This is an optimization exercise on Yosys and OpenROAD, whose aim is a short achievable clock period and few clock cycles, not a production implementation. Function was checked by simulation only, so behaviour that the tests miss may differ from the original. No activity file was given, so power comes from the tool's default toggle rates.

`run.sh`:
```
#!/bin/bash
# synth_recipe.tcl (not shown) runs the flow's synth.tcl, then flattens the netlist and writes it again
# the make line also repeats each setting of config.mk as NAME=value (left out here)
make -C /OpenROAD-flow-scripts/flow DESIGN_CONFIG=/design/flow/config.mk WORK_HOME=/design/flow/orfs CLKGATE_MAP_FILE= SYNTH_SCRIPT=/design/flow/synth_recipe.tcl finish
```
`config.mk`:
```
export PLATFORM = sky130hd
export DESIGN_NAME = dma_apb_top
export DESIGN_NICKNAME = dma_apb_top
export VERILOG_FILES = /design/flow/design.v
export SDC_FILE = /design/flow/constraint.sdc
export NUM_CORES = 4
export LEC_CHECK = 0
export ABC_CLOCK_PERIOD_IN_PS = 2500
export CAP_MARGIN = 20
export CORE_MARGIN = 2
export CORE_UTILIZATION = 35
export SLEW_MARGIN = 20
```
`constraint.sdc`:
```
create_clock -name core_clock -period 5.0 [get_ports {aclk}]
set_input_delay 1.0000 -clock core_clock [delete_from_list [all_inputs] [get_ports {aclk}]]
set_output_delay 1.0000 -clock core_clock [all_outputs]
set_load 0.01 [all_outputs]
```
`design.v`:
```
module dma_apb_top (
  input  logic                   aclk,
  input  logic                   i_rst,
  input  logic                   i_desc_valid,
  output logic                   o_desc_ready,
  input  logic                   i_desc_to_periph,
  input  logic                   i_desc_sel,
  input  logic [6-1:0] i_desc_addr,
  input  logic [4-1:0] i_desc_len,
  input  logic [4-1:0]  i_desc_id,
  output logic                   o_resp_valid,
  input  logic                   i_resp_ready,
  output logic [4-1:0]  o_resp_id,
  input  logic                   i_mem_we,
  input  logic [6-1:0] i_mem_addr,
  input  logic [32-1:0] i_mem_wdata,
  input  logic [8-1:0]   i_switch,
  output logic [16-1:0] o_leds
);
  localparam int CAP   = 16;   
  localparam int PW    = $clog2(CAP);
  localparam int QD    = 4;                  
  localparam int QW    = $clog2(QD);
  localparam int AW    = 6;
  localparam int WORDS = 2**AW;
  localparam int HW    = 16;
  localparam int DW    = 32;
  logic [8-1:0] sw_r;
  logic [WORDS-1:0]     hw_sel;      
  logic [DW-1:0]        hw_data;
  logic                 hw_recent;   
  always_ff @(posedge aclk) begin
    sw_r    <= i_switch;
    hw_data <= i_mem_wdata;
    for (int i = 0; i < WORDS; i++) hw_sel[i] <= !i_rst && i_mem_we && (i_mem_addr == AW'(i));
    hw_recent <= |hw_sel;
  end
  logic [21:0] ent [CAP];   
  logic [21:0] in_ent;
  logic [PW:0] acc_ptr;
  logic [PW:0] f_ptr;
  logic [PW:0] rp;
  logic        ready_r;
  logic        push;
  logic [PW:0] used;
  assign push   = i_desc_valid && ready_r;
  assign in_ent = {i_desc_to_periph, i_desc_sel, i_desc_addr,
                   i_desc_addr + {2'b00, i_desc_len - 4'd1}, i_desc_len, i_desc_id};
  assign used   = acc_ptr - rp;
  always_ff @(posedge aclk) begin
    if (push) ent[acc_ptr[PW-1:0]] <= in_ent;
  end
  always_ff @(posedge aclk) begin
    if (i_rst) begin
      acc_ptr <= '0;
      ready_r <= 1'b1;
    end else begin
      if (push) acc_ptr <= acc_ptr + 1'b1;
      ready_r <= push ? (used < (PW+1)'(CAP - 1)) : (used < (PW+1)'(CAP));
    end
  end
  assign o_desc_ready = ready_r;
  logic          h_v;
  logic [21:0]   h_src;
  logic          h_tp, h_sel;
  logic [AW-1:0] h_a;
  logic [WORDS-1:0] h_aoh, h_lastoh;   
  logic [WORDS-1:0] src_aoh, src_lastoh;
  logic [3:0]    h_lm1;
  logic [PW:0]   h_tag;
  logic          h_load;
  logic          f_load;
  logic [3:0]    src_lm1;
  assign h_load  = (!h_v || f_load) && ((f_ptr != acc_ptr) || push);
  assign h_src   = (f_ptr == acc_ptr) ? in_ent : ent[f_ptr[PW-1:0]];
  assign src_lm1  = h_src[7:4] - 4'd1;
  always_comb begin
    for (int i = 0; i < WORDS; i++) begin
      src_aoh[i]    = (h_src[19:14] == AW'(i));
      src_lastoh[i] = (h_src[13:8] == AW'(i));
    end
  end
  always_ff @(posedge aclk) begin
    if (i_rst) begin
      h_v   <= 1'b0;
      f_ptr <= '0;
    end else if (h_load) begin
      h_v   <= 1'b1;
      f_ptr <= f_ptr + 1'b1;
    end else if (f_load) begin
      h_v   <= 1'b0;
    end
    if (h_load) begin
      h_tp   <= h_src[21];
      h_sel  <= h_src[20];
      h_a    <= h_src[19:14];
      h_lm1  <= src_lm1;
      for (int i = 0; i < WORDS; i++) begin
        h_aoh[i]    <= src_aoh[i];
        h_lastoh[i] <= src_lastoh[i];
      end
      h_tag  <= f_ptr;
    end
  end
  logic [DW-1:0]    mem      [WORDS];    
  logic [DW-1:0]    mem_next [WORDS];
  logic [DW-1:0]    emem     [WORDS];    
  logic [WORDS-1:0] wr_next;    
  logic [WORDS-1:0] intra_r;    
  logic [WORDS-1:0] link_r;     
  logic [WORDS-1:0] frozen;     
  logic [WORDS-1:0] dirty;      
  logic             d_wr;
  logic [WORDS-1:0] lo_ne_val;   
  logic [WORDS-1:0] hi_ne_val;   
  logic [WORDS-1:0] f_wmask;    
  logic [WORDS-1:0] lk_in;      
  logic [WORDS-1:0] lk_lo;      
  logic [WORDS-1:0] lk_hi;      
  logic [HW-1:0]    f_val;      
  always_comb begin
    for (int i = 0; i < WORDS; i++) begin
      lo_ne_val[i] = mem[i][HW-1:0] != f_val;
      hi_ne_val[i] = mem[i][DW-1:HW] != f_val;
      lk_in[i] = f_wmask[i] && f_wmask[(i+1)%WORDS];
      lk_lo[i] = !f_wmask[i] && f_wmask[(i+1)%WORDS];
      lk_hi[i] = f_wmask[i] && !f_wmask[(i+1)%WORDS];
    end
  end
  always_comb begin
    for (int i = 0; i < WORDS; i++) begin
      wr_next[i] = 1'b1;
      if (hw_sel[i])               mem_next[i] = hw_data;
      else if (d_wr && f_wmask[i]) mem_next[i] = {f_val, f_val};
      else begin
        mem_next[i] = mem[i];
        wr_next[i]  = 1'b0;
      end
    end
  end
  logic [WORDS-1:0] intra_nx, link_nx, dirty_nx;
  always_comb begin
    for (int i = 0; i < WORDS; i++) begin
      intra_nx[i] = intra_r[i];
      link_nx[i]  = link_r[i];
      if (hw_recent) begin
        intra_nx[i] = mem[i][HW-1:0] != mem[i][DW-1:HW];
        link_nx[i]  = mem[i][DW-1:HW] != mem[(i+1)%WORDS][HW-1:0];
      end else if (d_wr) begin
        if (f_wmask[i]) intra_nx[i] = 1'b0;
        if (lk_in[i])      link_nx[i] = 1'b0;
        else if (lk_lo[i]) link_nx[i] = hi_ne_val[i];
        else if (lk_hi[i]) link_nx[i] = lo_ne_val[(i+1)%WORDS];
      end
    end
    dirty_nx = i_rst ? '0 : (frozen & (dirty | wr_next));
  end
  always_ff @(posedge aclk) begin
    for (int i = 0; i < WORDS; i++) begin
      mem[i] <= mem_next[i];
      if (!frozen[i]) emem[i] <= mem_next[i];
    end
    intra_r <= intra_nx;
    link_r  <= link_nx;
    dirty   <= dirty_nx;
  end
  logic          f_v;
  logic          f_tp, f_sel;
  logic [AW-1:0] f_a;
  logic [WORDS-1:0] f_aoh;      
  logic [3:0]    f_lm1;         
  logic          f_first;       
  logic          f_ne;          
  logic          f_dhit;        
  logic          n_first;
  logic          n_ne;
  logic [WORDS-1:0] n_lk_in;
  logic [HW-1:0] f_hi;          
  logic [PW:0]   f_tag;
  logic          d_take;
  logic          is_led;
  logic [HW-1:0] led_arch;      
  logic [HW-1:0] led_arch_nx;
  logic [WORDS-1:0] n_wmask;
  assign f_load = h_v && (!f_v || d_take);
  always_comb begin
    for (int i = 0; i < WORDS; i++) begin
      logic [AW-1:0] off;
      off = AW'(i) - h_a;
      n_wmask[i] = (off[5:4] == 2'b00) && (off[3:0] <= h_lm1);
    end
    for (int i = 0; i < WORDS; i++) n_lk_in[i] = n_wmask[i] && n_wmask[(i+1)%WORDS];
  end
  logic [HW-1:0] rd_lo, rd_hi;
  logic          lo_ne_hi, lo_ne_arch;
  always_comb begin
    logic w_lo, w_hi;
    rd_lo = '0; rd_hi = '0;
    w_lo = 1'b0; w_hi = 1'b0;
    for (int i = 0; i < WORDS; i++) begin
      rd_lo = rd_lo | ({HW{h_aoh[i]}}    & mem[i][HW-1:0]);
      rd_hi = rd_hi | ({HW{h_lastoh[i]}} & mem[i][DW-1:HW]);
      w_lo  = w_lo  | (h_aoh[i]    & f_wmask[i]);
      w_hi  = w_hi  | (h_lastoh[i] & f_wmask[i]);
    end
    if (d_wr && w_lo) rd_lo = f_val;
    if (d_wr && w_hi) rd_hi = f_val;
  end
  assign lo_ne_hi   = (rd_lo != f_hi);
  assign lo_ne_arch = (rd_lo != led_arch);
  assign n_first = (d_take && is_led) ? lo_ne_hi : lo_ne_arch;
  assign n_ne    = n_first || (|(intra_nx & n_wmask)) || (|(link_nx & n_lk_in));
  always_ff @(posedge aclk) begin
    f_dhit <= f_load ? (|(n_wmask & dirty_nx)) : (|(f_wmask & dirty_nx));
  end
  always_ff @(posedge aclk) begin
    if (i_rst)       f_v <= 1'b0;
    else if (f_load) f_v <= 1'b1;
    else if (d_take) f_v <= 1'b0;
    if (f_load) begin
      f_tp      <= h_tp;
      f_sel     <= h_sel;
      f_a       <= h_a;
      f_tag     <= h_tag;
      f_wmask   <= n_wmask;
      f_lm1     <= h_lm1;
      f_aoh     <= h_aoh;
      f_first   <= n_first;
      f_ne      <= n_ne;
      f_hi      <= rd_hi;
      f_val     <= h_sel ? {{(HW-8){1'b0}}, sw_r} : led_arch_nx;
    end
  end
  logic [PW:0]   d_ptr;       
  logic          is_wr;
  logic [15:0]   intra_rot, link_rot;
  logic [31:0]   chg;         
  logic [31:0]   win;
  logic [31:0]   f_lmask;     
  logic          first_chg;
  logic          win_ne;
  logic          q_full, q_ne;
  logic          d_stall;
  logic          q_push;
  assign is_led    = f_tp && !f_sel;
  assign is_wr     = !f_tp;
  assign first_chg = f_first;
  always_comb for (int j = 0; j < 32; j++) f_lmask[j] = (4'(j / 2) <= f_lm1);
  always_comb begin
    for (int w = 0; w < 16; w++) begin
      intra_rot[w] = 1'b0;
      link_rot[w]  = 1'b0;
      for (int k = 0; k < WORDS; k++) begin
        intra_rot[w] = intra_rot[w] | (f_aoh[k] & intra_r[(k+w)%WORDS]);
        link_rot[w]  = link_rot[w]  | (f_aoh[k] & link_r[(k+w+WORDS-1)%WORDS]);
      end
    end
    chg[0] = first_chg;
    chg[1] = intra_rot[0];
    for (int w = 1; w < 16; w++) begin
      chg[2*w]   = link_rot[w];
      chg[2*w+1] = intra_rot[w];
    end
  end
  assign win    = chg & f_lmask;
  assign win_ne = f_ne;
  assign d_stall = is_led && (q_full || (win_ne && f_dhit));
  assign d_take  = f_v && !d_stall;
  assign d_wr    = f_v && is_wr;
  assign q_push  = d_take && is_led && win_ne;
  assign led_arch_nx = (d_take && is_led) ? f_hi : led_arch;
  always_ff @(posedge aclk) begin
    if (i_rst) begin
      led_arch <= '0;
      d_ptr    <= '0;
    end else begin
      led_arch <= led_arch_nx;
      if (d_take) d_ptr <= d_ptr + 1'b1;
    end
  end
  logic [31:0]      q_win  [QD];
  logic [AW-1:0]    q_a    [QD];
  logic [PW:0]      q_tag  [QD];
  logic [WORDS-1:0] q_mask [QD];
  logic [QD-1:0]    q_vld;
  logic [QW-1:0]    q_wp, q_rp;
  logic             q_pop;
  logic [31:0]      h_win;
  logic [31:0]      below;     
  logic [31:0]      first;
  logic [4:0]       idx;
  logic             last;
  assign q_ne   = q_vld[q_rp];
  assign q_full = q_vld[q_wp];
  assign h_win  = q_win[q_rp];
  logic [31:0] pre [6];
  logic [31:0] t_any [6];
  logic [31:0] t_two [6];
  logic [4:0]  t_idx [6][32];
  always_comb begin
    pre[0] = h_win;
    for (int l = 0; l < 5; l++) begin
      for (int j = 0; j < 32; j++) begin
        pre[l+1][j] = (j >= (1 << l)) ? (pre[l][j] | pre[l][j - (1 << l)]) : pre[l][j];
      end
    end
    below = {pre[5][30:0], 1'b0};
    first = h_win & ~below;
    t_any[0] = h_win;
    t_two[0] = '0;
    for (int j = 0; j < 32; j++) t_idx[0][j] = '0;
    for (int l = 0; l < 5; l++) begin
      t_any[l+1] = '0;
      t_two[l+1] = '0;
      for (int j = 0; j < 32; j++) t_idx[l+1][j] = '0;
      for (int j = 0; j < (32 >> (l+1)); j++) begin
        t_any[l+1][j] = t_any[l][2*j] | t_any[l][2*j+1];
        t_two[l+1][j] = t_two[l][2*j] | t_two[l][2*j+1] | (t_any[l][2*j] & t_any[l][2*j+1]);
        t_idx[l+1][j] = t_any[l][2*j] ? t_idx[l][2*j] : (t_idx[l][2*j+1] | 5'(1 << l));
      end
    end
    idx  = t_idx[5][0];
    last = !t_two[5][0];
  end
  assign q_pop = q_ne && last;
  always_ff @(posedge aclk) begin
    if (q_push) begin
      q_win[q_wp]  <= win;
      q_a[q_wp]    <= f_a;
      q_tag[q_wp]  <= f_tag;
      q_mask[q_wp] <= f_wmask;
    end
    if (q_ne) q_win[q_rp] <= h_win & ~first;
    if (i_rst) begin
      q_vld <= '0;
      q_wp  <= '0;
      q_rp  <= '0;
    end else begin
      if (q_push) begin
        q_vld[q_wp] <= 1'b1;
        q_wp        <= q_wp + 1'b1;
      end
      if (q_pop) begin
        q_vld[q_rp] <= 1'b0;
        q_rp        <= q_rp + 1'b1;
      end
    end
  end
  always_comb begin
    frozen = '0;
    for (int k = 0; k < QD; k++) if (q_vld[k]) frozen = frozen | q_mask[k];
  end
  logic          w_v;
  logic [AW-1:0] w_word;
  logic          w_half;
  always_ff @(posedge aclk) begin
    if (i_rst) w_v <= 1'b0;
    else       w_v <= q_ne;
    w_word <= q_a[q_rp] + {1'b0, idx[4:1]};
    w_half <= idx[0];
  end
  logic [HW-1:0] led_r;
  logic [HW-1:0] w_data;
  always_comb begin
    w_data = '0;
    for (int i = 0; i < WORDS; i++) begin
      if (w_word == AW'(i)) w_data = w_data | (w_half ? emem[i][DW-1:HW] : emem[i][HW-1:0]);
    end
  end
  always_ff @(posedge aclk) begin
    if (i_rst)    led_r <= '0;
    else if (w_v) led_r <= w_data;
  end
  assign o_leds = led_r;
  logic [PW:0] done_ptr;
  logic        resp_v;
  logic [3:0]  resp_id;
  logic        r_load;
  assign done_ptr = q_ne ? q_tag[q_rp] : d_ptr;
  assign r_load   = (rp != done_ptr) && (!resp_v || i_resp_ready);
  always_ff @(posedge aclk) begin
    if (i_rst) begin
      rp     <= '0;
      resp_v <= 1'b0;
    end else begin
      if (r_load) begin
        resp_v <= 1'b1;
        rp     <= rp + 1'b1;
      end else if (i_resp_ready) begin
        resp_v <= 1'b0;
      end
    end
    if (r_load) resp_id <= ent[rp[PW-1:0]][3:0];
  end
  assign o_resp_valid = resp_v;
  assign o_resp_id    = resp_id;
endmodule
```
==> flow_summary_export.csv, run 1 <==
group,metric,value,unit
floorplan,fp.dieW,919,um
floorplan,fp-row-count,336,
grt,grtUsageTotal,84.5,%
placement,gp_congestion,1.69,
synthesis,ys.flop_type,"edfxtp_1",
clock_network,hold_buffers,0,
synthesis,async_flop_share,0,%
synthesis,synth_seq_cells,5580,
grt,grt_max_degree,77,
placement,dpl_worst_slack,-0.451,ns
status,status,"stopped before the end",
grt,grt_pass1_wl,4800000,um
clock_network,numCtsBuffers,657,
floorplan,start_util,35.1,%
synthesis,ys_warn_count,8,
status,haltStage,"5_1_grt",
clock_network,cts_buffer_depth,4,
synthesis,syn_area_per_cell,9.87,um^2
synthesis,synth_cells,29700,
placement,portBuffers,88,
clock_network,root_buffer,"clkbuf_16",
synthesis,netlist_top_cells_count,"clkbuf_1, edfxtp_1, xnor2_1",
synthesis,synth_top_cell_area_share,32.3,%
synthesis,syn_nets,29900,
floorplan,ios,89,
synthesis,yosysSeqAreaShare,48.9,%
synthesis,synth_most_common_cell,"clkbuf_1",
placement,dp_hpwl,2360000,um
placement,placed_cell_area,328000,um^2
grt,grt_overflow_total,17100,
clock_network,numClockSinks,5580,
synthesis,syn_area,293000,um^2
synthesis,yosys.area.top_type,"edfxtp_1",
clock_network,h-tree-depth,6,
status,tool.error,"[ERROR GRT-0116] Global routing finished with congestion. Check the congestion regions in the DRC Viewer.",
synthesis,ys_types,82,
grt,grt_pass1_vias,363000,
floorplan,die_y,919,um
synthesis,synth_edf_count,3156,
synthesis,synth.area.top_cells,"edfxtp_1, dfxtp_1, xnor2_1",
## cell families after synthesis
| group | share of synthesized area (%) |
|---|---|
| xor gates and xnor gates | 12.5 |
| muxes | 4.91 |
| and+or+nand+nor | 10.7 |
| adders and majority gates | 0.357 |
| AOI/OAI and AO/OA | 16.5 |
| DFF | 48.9 |
| buffers and inverters | 6.12 |
## per-stage QoR
stage               hold slack [ns]  std cells
floorplan                     0.400      29700
global placement              0.403      40200
detailed placement            0.407      40200
CTS                          0.0787      41500
## worst max-delay path by stage
stage | depth (start not counted) | slack, ns | start | end
2_1_floorplan | 10 | -0.01 | q_vld[2] | f_dhit
3_3_place_gp | 12 | -1.11 | w_half | led_r[11]
3_5_place_dp | 11 | -0.45 | w_half | led_r[11]
4_1_cts | 15 | 0.02 | f_val[12] | f_ne
## timing repair
item | CTS
setup buffers | 9
pin swaps | 1
gates resized for setup | 11
endpoints found under the setup margin | 6
## power by group through the flow
| stage | Combinational, mW | Sequential [mW] | Clock (mW) |
|---|---|---|---|
| detailed placement | 154 | 113 | 0 |
| global placement | 154 | 112 | 0 |
| floorplan | 74.2 | 74.3 | 0 |
| CTS | 155 | 112 | 51.5 |
## routing by layer
layer  global-route usage [%]  overflow
met5                     60.9       178
met4                     74.0      3749
met3                     78.5      2130
met2                     93.8      8545
met1                     86.6      2462
Testbench counts, summed over its fixed seeds: cycles 1,776.
==> inputs of run 2 (changes only) <==
--- a/design.v
+++ b/design.v
@@ -29,10 +29,12 @@
   logic [WORDS-1:0]     hw_sel;      
   logic [DW-1:0]        hw_data;
-  logic                 hw_recent;   
+  logic                 hw_we;       
+  logic                 hw_intra;    
   always_ff @(posedge aclk) begin
-    sw_r    <= i_switch;
-    hw_data <= i_mem_wdata;
+    sw_r     <= i_switch;
+    hw_data  <= i_mem_wdata;
+    hw_intra <= i_mem_wdata[HW-1:0] != i_mem_wdata[DW-1:HW];
+    hw_we    <= !i_rst && i_mem_we;
     for (int i = 0; i < WORDS; i++) hw_sel[i] <= !i_rst && i_mem_we && (i_mem_addr == AW'(i));
-    hw_recent <= |hw_sel;
   end
   logic [21:0] ent [CAP];   
@@ -114,4 +116,6 @@
   logic [WORDS-1:0] lo_ne_val;   
   logic [WORDS-1:0] hi_ne_val;   
+  logic [HW-1:0]    new_lo, new_hi;
+  logic [WORDS-1:0] wmask_any;   
   logic [WORDS-1:0] f_wmask;    
   logic [WORDS-1:0] lk_in;      
@@ -119,11 +123,14 @@
   logic [WORDS-1:0] lk_hi;      
   logic [HW-1:0]    f_val;      
+  assign new_lo    = hw_we ? hw_data[HW-1:0]  : f_val;
+  assign new_hi    = hw_we ? hw_data[DW-1:HW] : f_val;
+  assign wmask_any = hw_we ? hw_sel : (d_wr ? f_wmask : '0);
   always_comb begin
     for (int i = 0; i < WORDS; i++) begin
-      lo_ne_val[i] = mem[i][HW-1:0] != f_val;
-      hi_ne_val[i] = mem[i][DW-1:HW] != f_val;
-      lk_in[i] = f_wmask[i] && f_wmask[(i+1)%WORDS];
-      lk_lo[i] = !f_wmask[i] && f_wmask[(i+1)%WORDS];
-      lk_hi[i] = f_wmask[i] && !f_wmask[(i+1)%WORDS];
+      lo_ne_val[i] = mem[i][HW-1:0] != new_hi;
+      hi_ne_val[i] = mem[i][DW-1:HW] != new_lo;
+      lk_in[i] = wmask_any[i] && wmask_any[(i+1)%WORDS];
+      lk_lo[i] = !wmask_any[i] && wmask_any[(i+1)%WORDS];
+      lk_hi[i] = wmask_any[i] && !wmask_any[(i+1)%WORDS];
     end
   end
@@ -142,15 +149,9 @@
   always_comb begin
     for (int i = 0; i < WORDS; i++) begin
-      intra_nx[i] = intra_r[i];
-      link_nx[i]  = link_r[i];
-      if (hw_recent) begin
-        intra_nx[i] = mem[i][HW-1:0] != mem[i][DW-1:HW];
-        link_nx[i]  = mem[i][DW-1:HW] != mem[(i+1)%WORDS][HW-1:0];
-      end else if (d_wr) begin
-        if (f_wmask[i]) intra_nx[i] = 1'b0;
-        if (lk_in[i])      link_nx[i] = 1'b0;
-        else if (lk_lo[i]) link_nx[i] = hi_ne_val[i];
-        else if (lk_hi[i]) link_nx[i] = lo_ne_val[(i+1)%WORDS];
-      end
+      intra_nx[i] = wmask_any[i] ? (hw_we && hw_intra) : intra_r[i];
+      if (lk_in[i])      link_nx[i] = 1'b0;
+      else if (lk_lo[i]) link_nx[i] = hi_ne_val[i];
+      else if (lk_hi[i]) link_nx[i] = lo_ne_val[(i+1)%WORDS];
+      else               link_nx[i] = link_r[i];
     end
     dirty_nx = i_rst ? '0 : (frozen & (dirty | wr_next));
@@ -168,12 +169,8 @@
   logic          f_tp, f_sel;
   logic [AW-1:0] f_a;
-  logic [WORDS-1:0] f_aoh;      
   logic [3:0]    f_lm1;         
   logic          f_first;       
-  logic          f_ne;          
   logic          f_dhit;        
   logic          n_first;
-  logic          n_ne;
-  logic [WORDS-1:0] n_lk_in;
   logic [HW-1:0] f_hi;          
   logic [PW:0]   f_tag;
@@ -190,5 +187,4 @@
       n_wmask[i] = (off[5:4] == 2'b00) && (off[3:0] <= h_lm1);
     end
-    for (int i = 0; i < WORDS; i++) n_lk_in[i] = n_wmask[i] && n_wmask[(i+1)%WORDS];
   end
   logic [HW-1:0] rd_lo, rd_hi;
@@ -210,5 +206,4 @@
   assign lo_ne_arch = (rd_lo != led_arch);
   assign n_first = (d_take && is_led) ? lo_ne_hi : lo_ne_arch;
-  assign n_ne    = n_first || (|(intra_nx & n_wmask)) || (|(link_nx & n_lk_in));
   always_ff @(posedge aclk) begin
     f_dhit <= f_load ? (|(n_wmask & dirty_nx)) : (|(f_wmask & dirty_nx));
@@ -225,7 +220,5 @@
       f_wmask   <= n_wmask;
       f_lm1     <= h_lm1;
-      f_aoh     <= h_aoh;
       f_first   <= n_first;
-      f_ne      <= n_ne;
       f_hi      <= rd_hi;
       f_val     <= h_sel ? {{(HW-8){1'b0}}, sw_r} : led_arch_nx;
@@ -247,13 +240,7 @@
   assign first_chg = f_first;
   always_comb for (int j = 0; j < 32; j++) f_lmask[j] = (4'(j / 2) <= f_lm1);
+  assign intra_rot = 16'({intra_r, intra_r} >> f_a);
+  assign link_rot  = 16'({link_r, link_r} >> (f_a - 1'b1));
   always_comb begin
-    for (int w = 0; w < 16; w++) begin
-      intra_rot[w] = 1'b0;
-      link_rot[w]  = 1'b0;
-      for (int k = 0; k < WORDS; k++) begin
-        intra_rot[w] = intra_rot[w] | (f_aoh[k] & intra_r[(k+w)%WORDS]);
-        link_rot[w]  = link_rot[w]  | (f_aoh[k] & link_r[(k+w+WORDS-1)%WORDS]);
-      end
-    end
     chg[0] = first_chg;
     chg[1] = intra_rot[0];
@@ -264,6 +251,10 @@
   end
   assign win    = chg & f_lmask;
-  assign win_ne = f_ne;
-  assign d_stall = is_led && (q_full || (win_ne && f_dhit));
+  always_comb begin
+    logic [WORDS-1:0] f_lk_in;
+    for (int i = 0; i < WORDS; i++) f_lk_in[i] = f_wmask[i] && f_wmask[(i+1)%WORDS];
+    win_ne = first_chg || (|(intra_r & f_wmask)) || (|(link_r & f_lk_in));
+  end
+  assign d_stall = is_led && (q_full || f_dhit);
   assign d_take  = f_v && !d_stall;
   assign d_wr    = f_v && is_wr;
==> flow/run.sh (new file) <==
#!/bin/bash
# The standard layout, with real buffers (not delay cells) on the ports.
set -euo pipefail
bash standard.sh "BUFFER_PORTS_ARGS=-buffer_cell sky130_fd_sc_hd__buf_8" finish > standard_flow.log 2>&1
==> standard.sh (new file) <==
#!/bin/bash
# synth_recipe.tcl (not shown) runs the flow's synth.tcl, then flattens the netlist and writes it again
# the make line also repeats each setting of config.mk as NAME=value (left out here)
make -C /OpenROAD-flow-scripts/flow DESIGN_CONFIG=/design/flow/config.mk WORK_HOME=/design/flow/orfs CLKGATE_MAP_FILE= SYNTH_SCRIPT=/design/flow/synth_recipe.tcl "${@:-finish}"
--- a/config.mk
+++ b/config.mk
@@ -6,7 +6,9 @@
 export NUM_CORES = 4
 export LEC_CHECK = 0
-export ABC_CLOCK_PERIOD_IN_PS = 2500
+export ABC_CLOCK_PERIOD_IN_PS = 2000
 export CAP_MARGIN = 20
 export CORE_MARGIN = 2
-export CORE_UTILIZATION = 35
+export CORE_UTILIZATION = 45
+export SETUP_SLACK_MARGIN = 2.3
 export SLEW_MARGIN = 20
+export TNS_END_PERCENT = 100
removed: run.sh
==> run 2 against run 1 <==
The run again fails in 5_1_grt. Synthesized area down 12%. Synthesized cell count down 19%.
==> flow_summary_export.csv, run 2 <==
group,metric,value,unit
synthesis,netlist_top_cells_count,"edfxtp_1, nand2_1, dfxtp_1",
grt,grtUsageTotal,96.8,%
synthesis,ys_warn_count,8,
floorplan,die_y,762,um
status,tool.error,"[ERROR GRT-0116] Global routing finished with congestion. Check the congestion regions in the DRC Viewer.",
synthesis,synth_top_family_by_area,"compound AO/OA/AOI/OAI gates",
synthesis,synth_edf_count,3155,
grt,grt_pass1_vias,309000,
clock_network,numClockSinks,5516,
grt,grt_overflow_total,29700,
grt,grt_pass1_wl,3780000,um
synthesis,synth_cells,24000,
floorplan,fp.dieW,762,um
floorplan,fp-row-count,278,
synthesis,synth_mux_area_share,7.48,%
status,haltStage,"5_1_grt",
grt,grt_max_degree,147,
clock_network,numCtsBuffers,612,
clock_network,h-tree-depth,6,
clock_network,cts_buffer_depth,4,
placement,gp_congestion,1.70,
synthesis,synth_seq_cells,5516,
synthesis,synth-compound-area-share,15.3,%
synthesis,async_flop_share,0,%
synthesis,syn_nets,24300,
synthesis,yosysSeqAreaShare,54.9,%
synthesis,synth-simple-area-share,10.4,%
placement,portBuffers,88,
synthesis,synth_most_common_cell,"edfxtp_1",
synthesis,ys.flop_type,"edfxtp_1",
synthesis,synth_top_cell_area_share,36.7,%
floorplan,ios,89,
synthesis,synth.area.top_cells,"edfxtp_1, dfxtp_1, mux2i_1",
status,status,"stopped before the end",
synthesis,synthAdderAreaFrac,1.03,%
synthesis,yosys.area.top_type,"edfxtp_1",
synthesis,synth_xor_area_share,7.40,%
synthesis,syn_area,258000,um^2
synthesis,ys_types,88,
synthesis,syn_area_per_cell,10.8,um^2
placement,dp_hpwl,1890000,um
clock_network,root_buffer,"clkbuf_16",
floorplan,start_util,45.1,%
## run 2: stage by stage
step | std cells | power (mW) | setup WS (ns) | utilization, % | cell area [um^2]
floorplan | 24000 | 121 | 0.503 | - | 260000
global placement | 31800 | 207 | -1.60 | 49.5 | 284000
detailed placement | 31800 | 209 | -0.169 | 49.6 | 284000
CTS | 33500 | 261 | 1.55 | 54.9 | 314000
## run 2: how the worst max path moves through the flow
stage / from / end / slack (ns)
4_1_cts: w_half / led_r[12] / 1.55
2_1_floorplan: i_desc_valid / flip-flop / 0.50
3_3_place_gp: w_half / led_r[0] / -1.60
3_5_place_dp: w_half / led_r[10] / -0.17
## run 2: kinds of logic after synthesis
group / count (synthesis)
xor gates and xnor gates: 2183
and+or+nand+nor: 5580
AOI/OAI and AO/OA: 6638
muxes: 1592
adders and majority gates: 210
buffers and inverters: 2297
DFF: 5516
## run 2: routing by layer
| layer | GRT overflow | GRT usage (%) |
|---|---|---|
| met5 | 367 | 78.0 |
| met4 | 5802 | 91.8 |
| met3 | 3470 | 90.2 |
| met2 | 15500 | 107 |
| met1 | 4633 | 95.9 |
## run 2: power groups by stage
stage | combinational (mW) | sequential, mW | clock [mW]
after floorplan | 43.2 | 78.0 | 0
after global placement | 100 | 107 | 0
after detailed placement | 101 | 107 | 0
after CTS | 109 | 105 | 46.7
## run 2: what timing repair did
item,in CTS
hold buffers,40
gates cloned,41
endpoints found under the setup margin,4516
hold endpoints to repair,40
buffers inserted,432
pin swaps,90
gates resized for setup,734
Testbench counts of run 2, summed over its fixed seeds: cycles 1,801.
==> inputs of run 3 (changes only) <==
--- a/design.v
+++ b/design.v
@@ -29,11 +29,7 @@
   logic [WORDS-1:0]     hw_sel;      
   logic [DW-1:0]        hw_data;
-  logic                 hw_we;       
-  logic                 hw_intra;    
   always_ff @(posedge aclk) begin
     sw_r     <= i_switch;
     hw_data  <= i_mem_wdata;
-    hw_intra <= i_mem_wdata[HW-1:0] != i_mem_wdata[DW-1:HW];
-    hw_we    <= !i_rst && i_mem_we;
     for (int i = 0; i < WORDS; i++) hw_sel[i] <= !i_rst && i_mem_we && (i_mem_addr == AW'(i));
   end
@@ -68,5 +64,6 @@
   logic [AW-1:0] h_a;
   logic [WORDS-1:0] h_aoh, h_lastoh;   
-  logic [WORDS-1:0] src_aoh, src_lastoh;
+  logic [WORDS-1:0] src_aoh, src_lastoh, src_wmask;
+  logic [WORDS-1:0] h_wmask;
   logic [3:0]    h_lm1;
   logic [PW:0]   h_tag;
@@ -74,6 +71,12 @@
   logic          f_load;
   logic [3:0]    src_lm1;
+  logic [21:0]   p_ent, p_stay, p_next;
+  logic [PW:0]   f_ptr1;
+  assign f_ptr1 = f_ptr + 1'b1;
+  assign p_stay = (push && acc_ptr == f_ptr)  ? in_ent : ent[f_ptr[PW-1:0]];
+  assign p_next = (push && acc_ptr == f_ptr1) ? in_ent : ent[f_ptr1[PW-1:0]];
+  always_ff @(posedge aclk) p_ent <= h_load ? p_next : p_stay;
   assign h_load  = (!h_v || f_load) && ((f_ptr != acc_ptr) || push);
-  assign h_src   = (f_ptr == acc_ptr) ? in_ent : ent[f_ptr[PW-1:0]];
+  assign h_src   = (f_ptr == acc_ptr) ? in_ent : p_ent;
   assign src_lm1  = h_src[7:4] - 4'd1;
   always_comb begin
@@ -82,4 +85,9 @@
       src_lastoh[i] = (h_src[13:8] == AW'(i));
     end
+    for (int i = 0; i < WORDS; i++) begin
+      logic [AW-1:0] off;
+      off = AW'(i) - h_src[19:14];
+      src_wmask[i] = (off[5:4] == 2'b00) && (off[3:0] <= src_lm1);
+    end
   end
   always_ff @(posedge aclk) begin
@@ -101,4 +109,5 @@
         h_aoh[i]    <= src_aoh[i];
         h_lastoh[i] <= src_lastoh[i];
+        h_wmask[i]  <= src_wmask[i];
       end
       h_tag  <= f_ptr;
@@ -114,47 +123,18 @@
   logic [WORDS-1:0] dirty;      
   logic             d_wr;
-  logic [WORDS-1:0] lo_ne_val;   
-  logic [WORDS-1:0] hi_ne_val;   
-  logic [HW-1:0]    new_lo, new_hi;
-  logic [WORDS-1:0] wmask_any;   
   logic [WORDS-1:0] f_wmask;    
-  logic [WORDS-1:0] lk_in;      
-  logic [WORDS-1:0] lk_lo;      
-  logic [WORDS-1:0] lk_hi;      
   logic [HW-1:0]    f_val;      
-  assign new_lo    = hw_we ? hw_data[HW-1:0]  : f_val;
-  assign new_hi    = hw_we ? hw_data[DW-1:HW] : f_val;
-  assign wmask_any = hw_we ? hw_sel : (d_wr ? f_wmask : '0);
-  always_comb begin
-    for (int i = 0; i < WORDS; i++) begin
-      lo_ne_val[i] = mem[i][HW-1:0] != new_hi;
-      hi_ne_val[i] = mem[i][DW-1:HW] != new_lo;
-      lk_in[i] = wmask_any[i] && wmask_any[(i+1)%WORDS];
-      lk_lo[i] = !wmask_any[i] && wmask_any[(i+1)%WORDS];
-      lk_hi[i] = wmask_any[i] && !wmask_any[(i+1)%WORDS];
-    end
-  end
-  always_comb begin
-    for (int i = 0; i < WORDS; i++) begin
-      wr_next[i] = 1'b1;
-      if (hw_sel[i])               mem_next[i] = hw_data;
-      else if (d_wr && f_wmask[i]) mem_next[i] = {f_val, f_val};
-      else begin
-        mem_next[i] = mem[i];
-        wr_next[i]  = 1'b0;
-      end
-    end
-  end
-  logic [WORDS-1:0] intra_nx, link_nx, dirty_nx;
+  logic          hw_any;
+  logic [DW-1:0] wbus;
+  assign hw_any = |hw_sel;
+  assign wbus   = hw_any ? hw_data : {f_val, f_val};
   always_comb begin
     for (int i = 0; i < WORDS; i++) begin
-      intra_nx[i] = wmask_any[i] ? (hw_we && hw_intra) : intra_r[i];
-      if (lk_in[i])      link_nx[i] = 1'b0;
-      else if (lk_lo[i]) link_nx[i] = hi_ne_val[i];
-      else if (lk_hi[i]) link_nx[i] = lo_ne_val[(i+1)%WORDS];
-      else               link_nx[i] = link_r[i];
+      wr_next[i]  = hw_any ? hw_sel[i] : (d_wr && f_wmask[i]);
+      mem_next[i] = wr_next[i] ? wbus : mem[i];
     end
-    dirty_nx = i_rst ? '0 : (frozen & (dirty | wr_next));
   end
+  logic [WORDS-1:0] dirty_nx;
+  always_comb dirty_nx = i_rst ? '0 : (frozen & (dirty | wr_next));
   always_ff @(posedge aclk) begin
     for (int i = 0; i < WORDS; i++) begin
@@ -162,6 +142,8 @@
       if (!frozen[i]) emem[i] <= mem_next[i];
     end
-    intra_r <= intra_nx;
-    link_r  <= link_nx;
+    for (int i = 0; i < WORDS; i++) begin
+      intra_r[i] <= mem[i][HW-1:0] != mem[i][DW-1:HW];
+      link_r[i]  <= mem[i][DW-1:HW] != mem[(i+1)%WORDS][HW-1:0];
+    end
     dirty   <= dirty_nx;
   end
@@ -170,7 +152,7 @@
   logic [AW-1:0] f_a;
   logic [3:0]    f_lm1;         
-  logic          f_first;       
+  logic [HW-1:0] f_lo;          
   logic          f_dhit;        
-  logic          n_first;
+  logic          f_stale;       
   logic [HW-1:0] f_hi;          
   logic [PW:0]   f_tag;
@@ -181,13 +163,6 @@
   logic [WORDS-1:0] n_wmask;
   assign f_load = h_v && (!f_v || d_take);
-  always_comb begin
-    for (int i = 0; i < WORDS; i++) begin
-      logic [AW-1:0] off;
-      off = AW'(i) - h_a;
-      n_wmask[i] = (off[5:4] == 2'b00) && (off[3:0] <= h_lm1);
-    end
-  end
+  assign n_wmask = h_wmask;
   logic [HW-1:0] rd_lo, rd_hi;
-  logic          lo_ne_hi, lo_ne_arch;
   always_comb begin
     logic w_lo, w_hi;
@@ -203,9 +178,7 @@
     if (d_wr && w_hi) rd_hi = f_val;
   end
-  assign lo_ne_hi   = (rd_lo != f_hi);
-  assign lo_ne_arch = (rd_lo != led_arch);
-  assign n_first = (d_take && is_led) ? lo_ne_hi : lo_ne_arch;
   always_ff @(posedge aclk) begin
-    f_dhit <= f_load ? (|(n_wmask & dirty_nx)) : (|(f_wmask & dirty_nx));
+    f_dhit  <= f_load ? (|(n_wmask & dirty_nx)) : (|(f_wmask & dirty_nx));
+    f_stale <= f_load && d_wr && (|(n_wmask & f_wmask));
   end
   always_ff @(posedge aclk) begin
@@ -220,5 +193,5 @@
       f_wmask   <= n_wmask;
       f_lm1     <= h_lm1;
-      f_first   <= n_first;
+      f_lo      <= rd_lo;
       f_hi      <= rd_hi;
       f_val     <= h_sel ? {{(HW-8){1'b0}}, sw_r} : led_arch_nx;
@@ -238,5 +211,5 @@
   assign is_led    = f_tp && !f_sel;
   assign is_wr     = !f_tp;
-  assign first_chg = f_first;
+  assign first_chg = (f_lo != led_arch);
   always_comb for (int j = 0; j < 32; j++) f_lmask[j] = (4'(j / 2) <= f_lm1);
   assign intra_rot = 16'({intra_r, intra_r} >> f_a);
@@ -256,5 +229,5 @@
     win_ne = first_chg || (|(intra_r & f_wmask)) || (|(link_r & f_lk_in));
   end
-  assign d_stall = is_led && (q_full || f_dhit);
+  assign d_stall = is_led && (q_full || f_dhit || f_stale);
   assign d_take  = f_v && !d_stall;
   assign d_wr    = f_v && is_wr;
@@ -345,4 +318,5 @@
   logic [AW-1:0] w_word;
   logic          w_half;
+  logic [PW:0]   w_tag;
   always_ff @(posedge aclk) begin
     if (i_rst) w_v <= 1'b0;
@@ -350,16 +324,27 @@
     w_word <= q_a[q_rp] + {1'b0, idx[4:1]};
     w_half <= idx[0];
+    w_tag  <= q_tag[q_rp];
   end
   logic [HW-1:0] led_r;
-  logic [HW-1:0] w_data;
-  always_comb begin
-    w_data = '0;
-    for (int i = 0; i < WORDS; i++) begin
-      if (w_word == AW'(i)) w_data = w_data | (w_half ? emem[i][DW-1:HW] : emem[i][HW-1:0]);
+  logic [HW-1:0] w_part [8];
+  logic [HW-1:0] x_part [8];
+  logic [2:0]    x_grp;
+  logic          x_v;
+  always_comb begin
+    for (int g = 0; g < 8; g++) begin
+      w_part[g] = '0;
+      for (int k = 0; k < 8; k++) begin
+        if (w_word[2:0] == 3'(k))
+          w_part[g] = w_part[g] | (w_half ? emem[8*g+k][DW-1:HW] : emem[8*g+k][HW-1:0]);
+      end
     end
   end
   always_ff @(posedge aclk) begin
+    if (i_rst) x_v <= 1'b0;
+    else       x_v <= w_v;
+    for (int g = 0; g < 8; g++) x_part[g] <= w_part[g];
+    x_grp  <= w_word[5:3];
     if (i_rst)    led_r <= '0;
-    else if (w_v) led_r <= w_data;
+    else if (x_v) led_r <= x_part[x_grp];
   end
   assign o_leds = led_r;
@@ -368,5 +353,6 @@
   logic [3:0]  resp_id;
   logic        r_load;
-  assign done_ptr = q_ne ? q_tag[q_rp] : d_ptr;
+  assign done_ptr = w_v  ? w_tag :
+                    q_ne ? q_tag[q_rp] : d_ptr;
   assign r_load   = (rp != done_ptr) && (!resp_v || i_resp_ready);
   always_ff @(posedge aclk) begin
--- a/config.mk
+++ b/config.mk
@@ -9,5 +9,5 @@
 export CAP_MARGIN = 20
 export CORE_MARGIN = 2
-export CORE_UTILIZATION = 45
+export CORE_UTILIZATION = 42
 export SETUP_SLACK_MARGIN = 2.3
 export SLEW_MARGIN = 20
==> run 3 against run 2 <==
The run again fails in 5_1_grt. Synthesized cell count is 15% lower. Synthesized area fell by 5.4%.
==> flow_summary_export.csv, run 3 <==
group,metric,value,unit
synthesis,ys.flop_type,"edfxtp_1",
synthesis,synth_edf_count,3170,
synthesis,synth_top_cell_area_share,38.9,%
grt,grt_pass1_wl,2650000,um
synthesis,syn_area_per_cell,11.9,um^2
placement,portBuffers,88,
floorplan,die_y,767,um
status,status,"stopped before the end",
placement,dp_hpwl,1590000,um
synthesis,synth_seq_cells,5749,
synthesis,ys_warn_count,10,
floorplan,fp-row-count,280,
synthesis,async_flop_share,0,%
floorplan,ios,89,
synthesis,synth_cells,20500,
placement,gp_congestion,1.32,
synthesis,yosysSeqAreaShare,60.1,%
placement,placed_cell_area,265000,um^2
synthesis,syn_area,244000,um^2
clock_network,numClockSinks,5749,
grt,grtUsageTotal,71.6,%
grt,grt_pass1_vias,215000,
synthesis,ys_types,97,
floorplan,fp.dieW,767,um
clock_network,h-tree-depth,6,
synthesis,yosys.area.top_type,"edfxtp_1",
clock_network,root_buffer,"clkbuf_16",
clock_network,numCtsBuffers,612,
clock_network,cts_buffer_depth,4,
synthesis,syn_nets,20600,
floorplan,start_util,42.1,%
synthesis,netlist_top_cells_count,"edfxtp_1, dfxtp_1, nor2_1",
status,haltStage,"5_1_grt",
status,tool.error,"[ERROR GRT-0116] Global routing finished with congestion. Check the congestion regions in the DRC Viewer.",
grt,grt_max_degree,148,
synthesis,synth_most_common_cell,"edfxtp_1",
synthesis,synth.area.top_cells,"edfxtp_1, dfxtp_1, xor2_1",
grt,grt_overflow_total,16,
-- run 3: changes by cell type after synthesis, sizes merged, moves of 174 or more --
cell,change
a221oi,-174
xnor2,-1005
a22oi,+303
nand2,-2115
xor2,+998
clkbuf,-808
o21ai,-1978
dfxtp,+218
nor2,+1952
and3,-993
-- run 3: power by group through the flow --
stage               Combinational [mW]  Clock (mW)  Sequential, mW
floorplan                         46.3           0            86.6
global placement                  98.3           0             119
detailed placement                99.3           0             120
CTS                                105        47.2             119
-- run 3: through the flow --
step	util (%)	TNS [ns]	hold WS [ns]	setup WS [ns]	cells
CTS	50.5	0	0.00266	1.26	29700
global placement	45.6	-6.25	0.405	-0.170	28200
detailed placement	45.6	-1.97	0.389	-0.117	28200
floorplan	-	0	0.310	0.392	20500
-- run 3: cells by family after synthesis --
logic type	count (synthesis)	synth area share, %
flops	5749	60.1
buf+inv	1556	2.52
fa+ha+maj	85	0.443
compound gates	4765	12.2
xor+xnor	2176	7.80
simple gates	4448	8.41
mux	1698	8.53
-- run 3: what timing repair did --
action / 4_1_cts
pin swaps: 43
buffers inserted: 238
setup endpoints to repair: 5620
cloned: 91
gates resized for setup: 419
hold endpoints to repair: 40
hold buffers: 40
-- run 3: worst max-delay path by stage --
stage | endpoint | depth (start not counted) | slack [ns] | start
2_1_floorplan | f_dhit | 9 | 0.39 | q_wp[0]
3_3_place_gp | emem[32][9] | 11 | -0.17 | hw_sel[2]
3_5_place_dp | emem[32][9] | 11 | -0.12 | hw_sel[2]
4_1_cts | f_lo[13] | 8 | 1.26 | h_aoh[10]
-- run 3: metal layers --
layer | GRT overflow | global-route usage, %
met5 | 0 | 36.3
met3 | 0 | 59.2
met2 | 4 | 84.1
met1 | 2 | 74.6
met4 | 10 | 65.0
Testbench counts of run 3, summed over its fixed seeds: cycles 1,822.
==> inputs of run 4 (changes only) <==
==> design.v (replaced) <==
module dma_apb_top (
  input  logic                   aclk,
  input  logic                   i_rst,
  input  logic                   i_desc_valid,
  output logic                   o_desc_ready,
  input  logic                   i_desc_to_periph,
  input  logic                   i_desc_sel,
  input  logic [6-1:0] i_desc_addr,
  input  logic [4-1:0] i_desc_len,
  input  logic [4-1:0]  i_desc_id,
  output logic                   o_resp_valid,
  input  logic                   i_resp_ready,
  output logic [4-1:0]  o_resp_id,
  input  logic                   i_mem_we,
  input  logic [6-1:0] i_mem_addr,
  input  logic [32-1:0] i_mem_wdata,
  input  logic [8-1:0]   i_switch,
  output logic [16-1:0] o_leds
);
  localparam int AW = 6;
  localparam int HW = 16;
  localparam int DW = 32;
  localparam int QD = 4;
  logic [15:0] q [QD];   
  logic [1:0]  q_wp, q_rp;
  logic [2:0]  q_cnt;
  logic        q_push, q_pop;
  assign o_desc_ready = (q_cnt != 3'd4);
  assign q_push = i_desc_valid && o_desc_ready;
  always_ff @(posedge aclk) begin
    if (q_push) q[q_wp] <= {i_desc_to_periph, i_desc_sel, i_desc_addr, i_desc_len, i_desc_id};
    if (i_rst) begin
      q_wp  <= '0;
      q_rp  <= '0;
      q_cnt <= '0;
    end else begin
      if (q_push) q_wp <= q_wp + 1'b1;
      if (q_pop)  q_rp <= q_rp + 1'b1;
      q_cnt <= q_cnt + {2'b00, q_push} - {2'b00, q_pop};
    end
  end
  logic [DW-1:0] mem [2**AW];
  logic [HW-1:0] led_r;
  logic          busy;
  logic          tp, sel, half;
  logic [AW-1:0] addr;
  logic [3:0]    left;        
  logic [3:0]    id;
  logic          resp_v;
  logic [3:0]    resp_id;
  logic [DW-1:0] cur;
  logic          last_step;   
  logic          can_done;    
  logic [HW-1:0] wval;
  assign cur      = mem[addr];
  assign can_done = !resp_v || i_resp_ready;
  assign last_step = busy && (left == 4'd0) && (!tp || sel || half);
  assign q_pop    = (q_cnt != 3'd0) && (!busy || (last_step && can_done));
  assign wval     = sel ? {{(HW-8){1'b0}}, i_switch} : led_r;
  always_ff @(posedge aclk) begin
    if (i_rst) begin
      busy   <= 1'b0;
      resp_v <= 1'b0;
      led_r  <= '0;
    end else begin
      if (resp_v && i_resp_ready) resp_v <= 1'b0;
      if (busy && !(last_step && !can_done)) begin
        if (tp && !sel) led_r <= half ? cur[DW-1:HW] : cur[HW-1:0];
        if (tp && !sel && !half) begin
          half <= 1'b1;
        end else begin
          half <= 1'b0;
          addr <= addr + 1'b1;
          left <= left - 1'b1;
        end
        if (last_step) begin
          resp_v  <= 1'b1;
          resp_id <= id;
          busy    <= 1'b0;
        end
      end
      if (q_pop) begin
        busy <= 1'b1;
        {tp, sel, addr} <= q[q_rp][15:8];
        left <= q[q_rp][7:4] - 4'd1;
        id   <= q[q_rp][3:0];
        half <= 1'b0;
      end
    end
  end
  always_ff @(posedge aclk) begin
    if (i_mem_we) begin
      mem[i_mem_addr] <= i_mem_wdata;
    end else if (busy && !tp && !(last_step && !can_done)) begin
      mem[addr] <= {wval, wval};
    end
  end
  assign o_leds       = led_r;
  assign o_resp_valid = resp_v;
  assign o_resp_id    = resp_id;
endmodule
==> run.sh (new file) <==
#!/bin/bash
# synth_recipe.tcl (not shown) runs the flow's synth.tcl, then flattens the netlist and writes it again
# the make line also repeats each setting of config.mk as NAME=value (left out here)
make -C /OpenROAD-flow-scripts/flow DESIGN_CONFIG=/design/flow/config.mk WORK_HOME=/design/flow/orfs CLKGATE_MAP_FILE= SYNTH_SCRIPT=/design/flow/synth_recipe.tcl finish
--- a/config.mk
+++ b/config.mk
@@ -6,9 +6,6 @@
 export NUM_CORES = 4
 export LEC_CHECK = 0
-export ABC_CLOCK_PERIOD_IN_PS = 2000
 export CAP_MARGIN = 20
 export CORE_MARGIN = 2
-export CORE_UTILIZATION = 42
-export SETUP_SLACK_MARGIN = 2.3
+export CORE_UTILIZATION = 40
 export SLEW_MARGIN = 20
-export TNS_END_PERCENT = 100
removed: flow/run.sh
removed: standard.sh
==> run 4 against run 3 <==
The run now finishes clean. Synthesized cell count fell by 81%. Synthesized area decreased by 65%.
==> flow_summary_export.csv, run 4 <==
group,metric,value,unit
synthesis,syn_nets,3940,
cells_and_area,fill_cells,17500,
setup_path,cp.required,5.73,ns
setup_path,path_max_fanout,35,
synthesis,synth_top_cell_area_share,75.9,%
drt,postRouteAntennaNets,0,
clock_network,post_cts_resized,0,
floorplan,start_util,40.2,%
hold_path,hold_start,"id[3]",
synthesis,yosys.area.top_type,"edfxtp_1",
clock_network,numClockSinks,2166,
cells_and_area,reg_top3,"mem: 2048 flops, q: 64 flops, led_r: 16 flops",
setup_path,path_common_cell,"buf_4",
setup_path,slowest_delay,1.04,ns
clock_network,cts_buffer_depth,3,
power,power.leakage,30.3,nW
setup_path,crit_chain,"buf_4 -> buf_4 -> nand3b_1 -> o22ai_1 -> nor4_1 -> o2111ai_1 -> a311oi_1",
clock_network,cts_setup_buffers,0,
power,clkPwrFrac,28.8,%
setup_path,r2r_end,"led_r[5]",
clock_network,clkTransAtPathRegs,0.06,ns
synthesis,ys.flop_type,"edfxtp_1",
synthesis,netlist_top_cells_count,"edfxtp_1, mux4_2, mux2i_1",
clock_network,hold_buffers,0,
floorplan,fp.dieW,463,um
run,max_cap_violations,0,
timing,fin_tns_setup,0,ns
synthesis,synth_seq_cells,2166,
drt,dr.pass1.iters,5,
drt,drtIter0Drc,5139,
floorplan,die_y,463,um
timing,slew_headroom,23.2,%
timing,hold_viol,0,
grt,grtUsageTotal,21.4,%
timing,rsz0062_at_grt,"false",
synthesis,async_flop_share,0,%
cells_and_area,layout-drive-gt1-share,26.6,%
placement,dp_hpwl,143000,um
setup_path,crit_arrival,4.71,ns
setup_path,endpoint_kind,"flip-flop",
drt,drcViolationCount,0,
setup_path,cp_num_buf_inv,2,
floorplan,dieArea,215000,um^2
power,irDropWorstVdd,372,uV
clock_network,numCtsBuffers,214,
drt,vias,42000,
cells_and_area,area_growth,14.9,%
floorplan,fp-row-count,168,
drt,via_per_inst,5.84,
synthesis,ys_warn_count,1,
setup_path,cp-start-kind,"flip-flop",
cells_and_area,nets,4285,
floorplan,ios,89,
cells_and_area,fin_area,97000,um^2
hold_path,hp-class,"flip-flop to flip-flop",
power,p_switching,16.9,mW
power,seqPwrFrac,41.4,%
synthesis,synth_most_common_cell,"edfxtp_1",
timing,clock_skew,0.0445,ns
synthesis,ys_types,77,
timing,report.final.setup_viol,0,
clock_network,h-tree-depth,4,
clock_network,root_buffer,"clkbuf_16",
synthesis,synth.area.top_cells,"edfxtp_1, mux4_2, mux2i_1",
grt,grt_pass1_vias,41500,
clock_network,clock_latency,0.84,ns
synthesis,yosysSeqAreaShare,76.6,%
placement,gp_congestion,0.888,
placement,portBuffers,88,
timing,slew_viol_final,0,
grt,antenna_found_initial,14,
clock_network,cts_tree,"built",
timing,finalCritPeriodShare,79.6,%
drt,wirelength,232000,um
synthesis,synth_cells,3864,
synthesis,syn_area,84400,um^2
grt,grt_max_degree,65,
status,status,"timing/DRC/antenna clean",
setup_path,r2r_slack,1.02,ns
setup_path,path_class,"flip-flop to flip-flop",
floorplan,core_area,210000,um^2
cells_and_area,final_common_cell,"edfxtp_1",
setup_path,crit_family,"simple AND/OR/NAND/NOR gates",
hold_path,worstHoldEndpoint,"resp_id[3]",
setup_path,r2r_cells,7,
power,p_int,35.6,mW
placement,placed_cell_area,90500,um^2
synthesis,syn_area_per_cell,21.8,um^2
synthesis,synth_edf_count,2133,
hold_path,hold_depth,0,
setup_path,crit_slowest_cell,"dfxtp_4",
timing,clock.fmax,251,MHz
power,comb_power_share,29.8,%
cells_and_area,largest-register,"mem",
timing,fin_crit,3.98,ns
power,p_per_area,541,nW/um^2
cells_and_area,final_cell_mix,"edfxtp_1, mux4_2, clkbuf_16, buf_4, mux2i_1",
power,p_sw_share,32.2,%
cells_and_area,largest_reg_flops,2048,
timing,worstMarginPinSlew,1.14,ns
timing,timing.final.ws_setup,1.02,ns
grt,grt_pass1_wl,326000,um
drt,routedWlPerCell,32.2,um
grt,grt_overflow_total,0,
placement,dpl_worst_slack,0.427,ns
-- run 4: cell types whose count changed after synthesis, sizes merged, moves of 288 or more --
cell    previous run  this run
a21oi           2250        40
a22o             348        19
a22oi            740        20
buf              445       157
clkbuf          1026        55
dfxtp           2579        33
edfxtp          3170      2133
mux2i           1347       177
nand2            390        84
nand4            309         7
nor2            2538       129
nor4             571        12
o22ai            519        68
xor2            2070         2
-- run 4: cell type report --
cell class | instances | area, um^2 | area share [%]
clock inverters | 115 | 808 | 0.833
multi-input cells | 1471 | 18600 | 19.2
clock buffers | 279 | 5690 | 5.87
flip-flops and latches | 2166 | 64700 | 66.7
diodes | 6 | 15.0 | 0.0155
well taps | 2805 | 3510 | 3.62
repair buffers | 345 | 3640 | 3.75
inverters | 11 | 43.8 | 0.0451
-- run 4: through the flow --
step	hold slack (ns)	std cells	power, mW	util [%]
after global placement	0.403	6794	37.6	43.1
after CTS	0.418	7192	52.6	46.2
final	0.418	7198	52.5	46.2
after detailed placement	0.407	6798	37.7	43.1
after floorplan	0.400	3864	31.7	-
after global routing	0.417	7193	54.1	46.2
-- run 4: worst max-delay path by stage --
stage | startpoint | endpoint | slack (ns) | cells past startpoint
2_1_floorplan | i_resp_ready | mem[55][0] | 0.89 | 6
3_3_place_gp | i_resp_ready | mem[2][13] | 0.45 | 9
3_5_place_dp | i_resp_ready | mem[2][10] | 0.43 | 9
4_1_cts | flip-flop | led_r[5] | 1.01 | 7
5_1_grt | flip-flop | led_r[5] | 0.94 | 7
6_report | flip-flop | led_r[5] | 1.02 | 7
-- run 4: cell families (layout without fill, tap and decap cells) --
group / after synthesis / count (layout) / share of synthesized area, %
other: 0 / 6 / 0
AND/OR/NAND/NOR: 389 / 389 / 2.27
XOR/XNOR: 11 / 11 / 0.114
flip-flops: 2166 / 2166 / 76.6
multiplexers: 691 / 691 / 15.7
adder cells (fa/ha/maj): 9 / 9 / 0.142
AO/OA/AOI/OAI: 371 / 371 / 3.09
buffers and inverters: 227 / 750 / 2.05
-- run 4: power by group through the flow --
stage	logic [mW]	registers [mW]	clock network [mW]
5_1_grt	16.3	21.8	16.0
3_3_place_gp	15.5	22.1	0
6_report	15.6	21.7	15.1
3_5_place_dp	15.6	22.1	0
4_1_cts	15.6	21.7	15.3
2_1_floorplan	10.2	21.5	0
-- run 4: metal layers --
layer / GRT usage, % / up-vias / wire, um
met5: 0 / - / 60
met4: 8.85 / 10 / 10100
met3: 4.47 / 349 / 19300
met2: 32.8 / 1841 / 107000
met1: 30.0 / 22800 / 94900
li1: - / 17100 / -
Testbench counts of run 4, summed over its fixed seeds: cycles 11,706.
==> inputs of run 5 (changes only) <==
--- a/design.v
+++ b/design.v
@@ -53,7 +53,23 @@
   logic          can_done;    
   logic [HW-1:0] wval;
+  logic          one_step;    
+  logic [2**AW-1:0] eqw;      
+  logic [2**AW-1:0] wmask;    
+  logic [2**AW-1:0] n_wmask;
+  logic [AW-1:0]    n_a;
+  logic [3:0]       n_lm1;
   assign cur      = mem[addr];
   assign can_done = !resp_v || i_resp_ready;
-  assign last_step = busy && (left == 4'd0) && (!tp || sel || half);
+  assign one_step  = eqw[addr];
+  assign last_step = busy && (!tp || sel || ((left == 4'd0) && (half || one_step)));
+  assign n_a   = q[q_rp][13:8];
+  assign n_lm1 = q[q_rp][7:4] - 4'd1;
+  always_comb begin
+    for (int i = 0; i < 2**AW; i++) begin
+      logic [AW-1:0] off;
+      off = AW'(i) - n_a;
+      n_wmask[i] = (off[5:4] == 2'b00) && (off[3:0] <= n_lm1);
+    end
+  end
   assign q_pop    = (q_cnt != 3'd0) && (!busy || (last_step && can_done));
   assign wval     = sel ? {{(HW-8){1'b0}}, i_switch} : led_r;
@@ -67,5 +83,5 @@
       if (busy && !(last_step && !can_done)) begin
         if (tp && !sel) led_r <= half ? cur[DW-1:HW] : cur[HW-1:0];
-        if (tp && !sel && !half) begin
+        if (tp && !sel && !half && !one_step) begin
           half <= 1'b1;
         end else begin
@@ -86,4 +102,5 @@
         id   <= q[q_rp][3:0];
         half <= 1'b0;
+        wmask <= n_wmask;
       end
     end
@@ -92,6 +109,10 @@
     if (i_mem_we) begin
       mem[i_mem_addr] <= i_mem_wdata;
-    end else if (busy && !tp && !(last_step && !can_done)) begin
-      mem[addr] <= {wval, wval};
+      eqw[i_mem_addr] <= (i_mem_wdata[HW-1:0] == i_mem_wdata[DW-1:HW]);
+    end else if (busy && !tp && can_done) begin
+      for (int i = 0; i < 2**AW; i++) if (wmask[i]) begin
+        mem[i] <= {wval, wval};
+        eqw[i] <= 1'b1;
+      end
     end
   end
--- a/config.mk
+++ b/config.mk
@@ -9,3 +9,4 @@
 export CORE_MARGIN = 2
 export CORE_UTILIZATION = 40
+export SETUP_SLACK_MARGIN = 1.5
 export SLEW_MARGIN = 20
==> run 5 against run 4 <==
Via count rose by 92%. Sequential share of layout area fell by 13 points. Non-clock buffer count rose by 237. Critical path depth rose by 2. Utilization fell by 0.83 points. Sequential cell count rose by 128. Critical path type unchanged.
==> flow_summary_export.csv, run 5 <==
group,metric,value,unit
cells_and_area,final_cell_mix,"edfxtp_1, nand2_1, nor2_1, o21ai_0, a21oi_1",
cells_and_area,largest_reg_flops,2048,
grt,busiest_layer,"met2",
setup_path,r2r_slack,1.48,ns
cells_and_area,nets,9446,
synthesis,synth_cells,9648,
timing,report.final.setup_viol,0,
drt,postRouteAntennaNets,0,
placement,dp_hpwl,247000,um
setup_path,crit_chain,"nor2b_4 -> buf_4 -> buf_4 -> a22oi_1 -> a21oi_1 -> o31a_1 -> nor4_2 -> buf_4 -> nor3_1",
timing,slew_viol_final,0,
power,p_per_area,577,nW/um^2
cells_and_area,layout-drive-gt1-share,17.0,%
floorplan,fp.dieW,537,um
clock_network,clkTransAtPathRegs,0.06,ns
clock_network,clock_latency,0.94,ns
timing,fin_tns_setup,0,ns
drt,wirelength,392000,um
power,power.leakage,44.1,nW
timing,rsz0062_at_grt,"true",
clock_network,root_buffer,"clkbuf_16",
grt,grt_use_met3,7.10,%
grt,grt_pass1_vias,75500,
timing,clock_skew,0.120,ns
clock_network,h-tree-depth,4,
drt,via_per_inst,6.08,
floorplan,start_util,40.3,%
clock_network,cts_buffer_depth,3,
synthesis,yosys.area.top_type,"edfxtp_1",
synthesis,synth.area.top_cells,"edfxtp_1, mux4_2, o21ai_0",
cells_and_area,fill_cells,25100,
timing,fin_crit,3.52,ns
setup_path,path_common_cell,"buf_4",
synthesis,synth_seq_cells,2294,
floorplan,dieArea,289000,um^2
timing,worstMarginPinSlew,1.20,ns
grt,grtUsageTotal,26.7,%
synthesis,syn_nets,9777,
floorplan,fp-row-count,195,
synthesis,synth_most_common_cell,"edfxtp_1",
drt,routedWlPerCell,29.5,um
hold_path,hp-class,"flip-flop to flip-flop",
synthesis,async_flop_share,0,%
floorplan,die_y,537,um
grt,antenna_found_initial,19,
grt,grt_pass1_wl,554000,um
setup_path,crit_slowest_cell,"nor2b_4",
synthesis,ys.flop_type,"edfxtp_1",
placement,portBuffers,88,
cells_and_area,final_util,45.4,%
power,irDropWorstVdd,425,uV
synthesis,syn_area_per_cell,11.8,um^2
cells_and_area,layoutNonFillerInstCount,13300,
synthesis,netlist_top_cells_count,"edfxtp_1, nand2_1, o21ai_0",
setup_path,crit_arrival,4.37,ns
grt,grt_overflow_total,0,
drt,dr.pass1.iters,8,
clock_network,numClockSinks,2294,
drt,vias,80800,
grt,grt_util_met1,35.1,%
timing,clock.fmax,284,MHz
synthesis,ys_types,67,
setup_path,slowest_delay,0.72,ns
drt,drcViolationCount,0,
cells_and_area,area_growth,12.8,%
timing,hold_viol,0,
grt,grt_max_degree,129,
placement,gp_congestion,0.921,
timing,finalCritPeriodShare,70.5,%
synthesis,yosysSeqAreaShare,60.2,%
cells_and_area,final_common_cell,"edfxtp_1",
setup_path,cp.required,5.85,ns
synthesis,syn_area,114000,um^2
synthesis,ys_warn_count,1,
status,status,"timing/DRC/antenna clean",
drt,drtIter0Drc,13200,
grt,use_met2,40.5,%
synthesis,synth_top_cell_area_share,59.7,%
cells_and_area,largest-register,"mem",
clock_network,numCtsBuffers,240,
setup_path,path_class,"flip-flop to flip-flop",
floorplan,ios,89,
setup_path,endpoint_kind,"flip-flop",
run,max_cap_violations,0,
placement,placedCellCount,12800,
synthesis,synth_edf_count,2261,
setup_path,path_max_fanout,17,
setup_path,cp-start-kind,"flip-flop",
floorplan,core_area,283000,um^2
clock_network,cts_tree,"built",
timing,slew_headroom,19.4,%
==> run 5: cell types whose count changed in the layout (fill, tap and decap cells not counted), sizes merged, moves of 128 or more <==
cell    previous run  this run
nand2             84      1304
o21ai             36      1163
a21oi             40      1093
nor2             129      1124
buf              258       522
edfxtp          2133      2261
==> run 5: logic make-up after synthesis <==
| kind of cell | share of synthesized area [%] |
|---|---|
| AOI/OAI and AO/OA | 12.1 |
| muxes | 12.3 |
| and+or+nand+nor | 9.65 |
| DFF | 60.2 |
| buffers and inverters | 4.24 |
| adders and majority gates | 0.688 |
| xor gates and xnor gates | 0.747 |
==> run 5: final cells by class <==
class / count / area [um^2] / area share, %
timing repair buffer: 582 / 5380 / 4.19
clock inverter: 151 / 1440 / 1.12
clock buffer: 297 / 6370 / 4.97
sequential: 2294 / 68600 / 53.4
tap: 3743 / 4680 / 3.65
antenna: 16 / 40.0 / 0.0312
multi-input combinational: 6140 / 41600 / 32.4
inverter: 59 / 243 / 0.189
==> run 5: metrics by stage <==
stage / instance area (um^2) / setup slack, ns / total power, mW / hold WS (ns)
finish: 128000 / 1.48 / 74.0 / 0.424
global route: 128000 / 1.45 / 76.2 / 0.428
CTS: 128000 / 1.44 / 72.9 / 0.411
detailed placement: 120000 / 0.681 / 54.7 / 0.417
global placement: 120000 / 0.704 / 54.2 / 0.402
floorplan: 114000 / 1.17 / 42.8 / 0.400
==> run 5: what timing repair did <==
action,in CTS,in global routing
gates cloned,3,3
endpoints found under the setup margin,37,73
pin swaps,0,0
hold buffers,0,0
resized for setup,26,39
setup buffers,24,22
==> run 5: power by group <==
group | internal, mW | switching, mW
Clock | 10.1 | 7.93
Sequential | 24.1 | 1.85
Combinational | 11.0 | 19.1
==> run 5: final timing paths <==
check,start,endpoint,cells past startpoint
worst min register to register,id[2],resp_id[2],0
worst min-delay path,id[2],resp_id[2],0
worst max-delay path,flip-flop,led_r[12],9
worst max register to register,flip-flop,led_r[12],9
==> run 5: critical path, delay by kind of cell, from the launching register on <==
kind | cells | cell delay, ns
AO/OA/AOI/OAI | 3 | 1.11
AND/OR/NAND/NOR | 3 | 0.97
flip-flops | 1 | 0.60
buffers and inverters | 3 | 0.75
==> run 5: routing by layer <==
metal  up-vias  routed length [um]
met5         -                  63
met4         8               22900
met3       843               49700
met2      5367              176000
met1     39800              143000
li1      34800                   -
Testbench counts of run 5, summed over its fixed seeds: cycles 4,748.

==> re-timing with driven ports <==
No port has a modelled driver above. Below, the same layouts with a new extraction and two added sets of constraints.
Step 1 sets driving cells, clkbuf_16 on the clock port and buf_2 on the other inputs (assumed; they add their load-dependent delay and slew).
Step 2 moves the port delays by t, midway between the first and last clock arrival at a register: inputs arrive t later, outputs are due t later. That takes back most of the time a late clock gives input paths.
Three values: ideal ports, drivers, drivers and shift; two values: the first two.
| run | shift t [ns] | setup WS [ns] | worst setup path after step 2 |
|---|---|---|---|
| run 4 | 0.915 | 1.019 / 1.019 / 0.309 | input to register |
| run 5 | 0.970 | 1.477 / 1.477 / 0.697 | input to register |
After both steps every run listed still meets setup and hold. The setup slack of run 5, which loses most, moves by 0.000 ns with the drivers and by -0.780 ns with both steps.
